From an optimization exercise on the open Yosys and OpenROAD flow, aimed at small area and a short achievable clock period; shortcuts taken in it are not production practice. Function was checked by simulation only, so behaviour that the tests miss may differ from the original. Power figures rest on the tool's default switching activity, not on a simulated workload.

## frame_tx_top
module frame_tx_top (
	input  logic        clk,
	input  logic        rst_n,
	input  logic        start,
	input  logic [47:0]   mac_dst_addr,
	input  logic [47:0]   mac_src_addr,
	input  logic [7:0]  ip_dsf,
	input  logic [15:0]       ip_id,
	input  logic [2:0]  ip_flags,
	input  logic [12:0] ip_frag_offset,
	input  logic [7:0]  ip_ttl,
	input  logic [31:0]    ip_src_addr,
	input  logic [31:0]    ip_dst_addr,
	input  logic [15:0]       tcp_src_port,
	input  logic [15:0]       tcp_dst_port,
	input  logic [31:0]    tcp_seq_num,
	input  logic [31:0]    tcp_ack_num,
	input  logic [5:0]  tcp_flags,
	input  logic [15:0]       tcp_window,
	input  logic [15:0]       tcp_urgent_ptr,
	input  logic [15:0]        payload_len,
	input  logic [15:0]       payload_sum,
	output logic [31:0]       data_out,
	output logic [1:0]         be_out,
	output logic        data_out_rdy,
	input  logic        data_out_rd,
	output logic        sop,
	output logic        eop,
	input  logic [31:0]       data_in,
	output logic        data_in_rd,
	output logic        busy
);
	logic        ctrl_load;
	logic        ctrl_advance;
	logic        ctrl_pop;
	logic [12:0] hdr_sel;
	logic        pay_phase;
	logic [10:0] ip_total;
	logic [8:0]  word_cnt;
	logic [15:0] hdr_hi;
	logic [15:0] hdr_lo;
	logic [15:0] carry;
	frame_sequencer u_seq (
		.clk          (clk),
		.rst_n        (rst_n),
		.start        (start),
  ...
export LEC_CHECK = 0
export CAP_MARGIN = 20
export CORE_MARGIN = 2
export CORE_UTILIZATION = 45
export PLACE_DENSITY = 0.65
export SLEW_MARGIN = 20
export SYNTH_HIERARCHICAL = 1
create_clock -name core_clock -period 10.0 [get_ports {clk}]
standard.sh (not shown) runs the stock make flow with config.mk's settings and CLKGATE_MAP_FILE= SYNTH_SCRIPT=/design/flow/synth_recipe.tcl, a recipe that flattens the netlist after the stock synthesis.
==> flow/flow/run.sh <==
#!/bin/bash
set -euo pipefail
export BUFFER_PORTS_ARGS="-buffer_cell sky130_fd_sc_hd__buf_1"
export SETUP_SLACK_MARGIN=5.6
export CTS_ARGS="-sink_clustering_enable -repair_clock_nets -buf_list sky130_fd_sc_hd__clkbuf_16 -sink_clustering_size 25 -sink_clustering_max_diameter 100"
bash standard.sh > standard_flow.log 2>&1
The starting point ran to the end with no violations.
Then changed:
Settings changed: CORE_UTILIZATION 45 to 40, PLACE_DENSITY 0.65 to unset.
What happened: Clock-buffer cell count came out higher by 1. Total power is higher by 0.80%. Utilization is lower by 5.2 points. Worst setup slack hardly moves.
Then changed:
==> flow/flow/run.sh (replaced) <==
#!/bin/bash
set -euo pipefail
export BUFFER_PORTS_ARGS="-buffer_cell sky130_fd_sc_hd__buf_1"
export SETUP_SLACK_MARGIN=5.5
export CTS_ARGS="-sink_clustering_enable -repair_clock_nets -buf_list sky130_fd_sc_hd__clkbuf_16 -sink_clustering_size 25 -sink_clustering_max_diameter 100"
bash standard.sh > standard_flow.log 2>&1
Clock skew stays flat.
Clock-buffer cell count does not change.
Die area stays the same.
Hold slack is about the same.
Then changed:
==> flow/flow/run.sh (replaced) <==
#!/bin/bash
set -euo pipefail
export BUFFER_PORTS_ARGS="-buffer_cell sky130_fd_sc_hd__buf_1"
export SETUP_SLACK_MARGIN=5.6
export CTS_ARGS="-sink_clustering_enable -repair_clock_nets -buf_list sky130_fd_sc_hd__clkbuf_16 -sink_clustering_size 25 -sink_clustering_max_diameter 100"
bash standard.sh > standard_flow.log 2>&1
Settings changed: CORE_UTILIZATION 40 to 45, PLACE_DENSITY set to 0.6.
What happened: Design area falls slightly. Sequential share of layout area grows by 0.18 points. Via count goes up slightly. Clock power falls by a few percent.

* * *

## v6
frame_tx_top, a different RTL version from the one above (not shown whole).
Size in the first run: ~1200 cells after synthesis, roughly 450 I/O pins.
export LEC_CHECK = 0
export CAP_MARGIN = 20
export CORE_MARGIN = 2
export CORE_UTILIZATION = 50
export PLACE_DENSITY = 0.7
export SLEW_MARGIN = 20
export SYNTH_HIERARCHICAL = 1
create_clock -name core_clock -period 10.0 [get_ports {clk}]
==> flow/flow/run.sh <==
#!/bin/bash
set -euo pipefail
export BUFFER_PORTS_ARGS="-buffer_cell sky130_fd_sc_hd__buf_1"
export SETUP_SLACK_MARGIN=5.5
export CTS_ARGS="-sink_clustering_enable -repair_clock_nets -buf_list sky130_fd_sc_hd__clkbuf_16 -sink_clustering_size 25 -sink_clustering_max_diameter 100"
bash standard.sh > standard_flow.log 2>&1
Having completed the whole flow, v6 delivered a layout that passed the timing, DRC and antenna checks.
### v6 -> v7
# v6
export LEC_CHECK = 0
export CAP_MARGIN = 20
export CORE_MARGIN = 2
export CORE_UTILIZATION = 50
export PLACE_DENSITY = 0.7
export SLEW_MARGIN = 20
export SYNTH_HIERARCHICAL = 1
create_clock -name core_clock -period 10.0 [get_ports {clk}]
# v7
export LEC_CHECK = 0
export CAP_MARGIN = 20
export CORE_MARGIN = 2
export CORE_UTILIZATION = 60
export PLACE_DENSITY = 0.8
export SLEW_MARGIN = 20
export SYNTH_HIERARCHICAL = 1
create_clock -name core_clock -period 10.0 [get_ports {clk}]
### Flow results
Both conditions hold for v7: the flow ran to the end and the final layout passed the timing, DRC and antenna checks.
Against v6, v7 comes in 4.8% higher on final estimated routing congestion in global placement.
On maximum operating frequency: between v6 and v7, it ends up higher for v6.
Higher ratio of final minimum period to clock period was reported by v7, not v6.
Summary of v7 over v6: tapcell count fell by 16%; via count higher.

==> what the ideal ports hide <==
No port has a modelled driver above. Below, the same layouts with a new extraction and two added sets of constraints.
Step 1 sets driving cells, clkbuf_16 on the clock port and buf_2 on the other inputs (assumed; they add their load-dependent delay and slew).
Step 2 moves the port delays by t, midway between the first and last clock arrival at a register: inputs arrive t later, outputs are due t later. That takes back most of the time a late clock gives input paths.
Slacks: no drivers / after step 1 / after step 2; pairs: no drivers / after step 1.
| run | t (ns) | setup WS [ns] | worst hold slack (ns) |
|---|---|---|---|
| the first run of note 1 | 0.592 | 5.606 / 5.579 / 5.368 | 0.547 / 0.547 / 0.547 |
| the second run of note 1 | 0.603 | 5.609 / 5.577 / 5.410 | 0.489 / 0.489 / 0.489 |
| the third run of note 1 | 0.605 | 5.529 / 5.503 / 5.412 | 0.488 / 0.488 / 0.488 |
| the fourth run of note 1 | 0.595 | 5.605 / 5.553 / 5.348 | 0.593 / 0.593 / 0.593 |
| v6 | 0.583 | 5.535 / 5.486 / 5.497 | 0.534 / 0.534 / 0.534 |
| v7 | 0.589 | 5.463 / 5.412 / 5.124 | 0.534 / 0.534 / 0.534 |
After both steps setup and hold are still met in every run listed. The setup slack of v7, which loses most, moves by -0.051 ns with the drivers and by -0.339 ns with both steps.
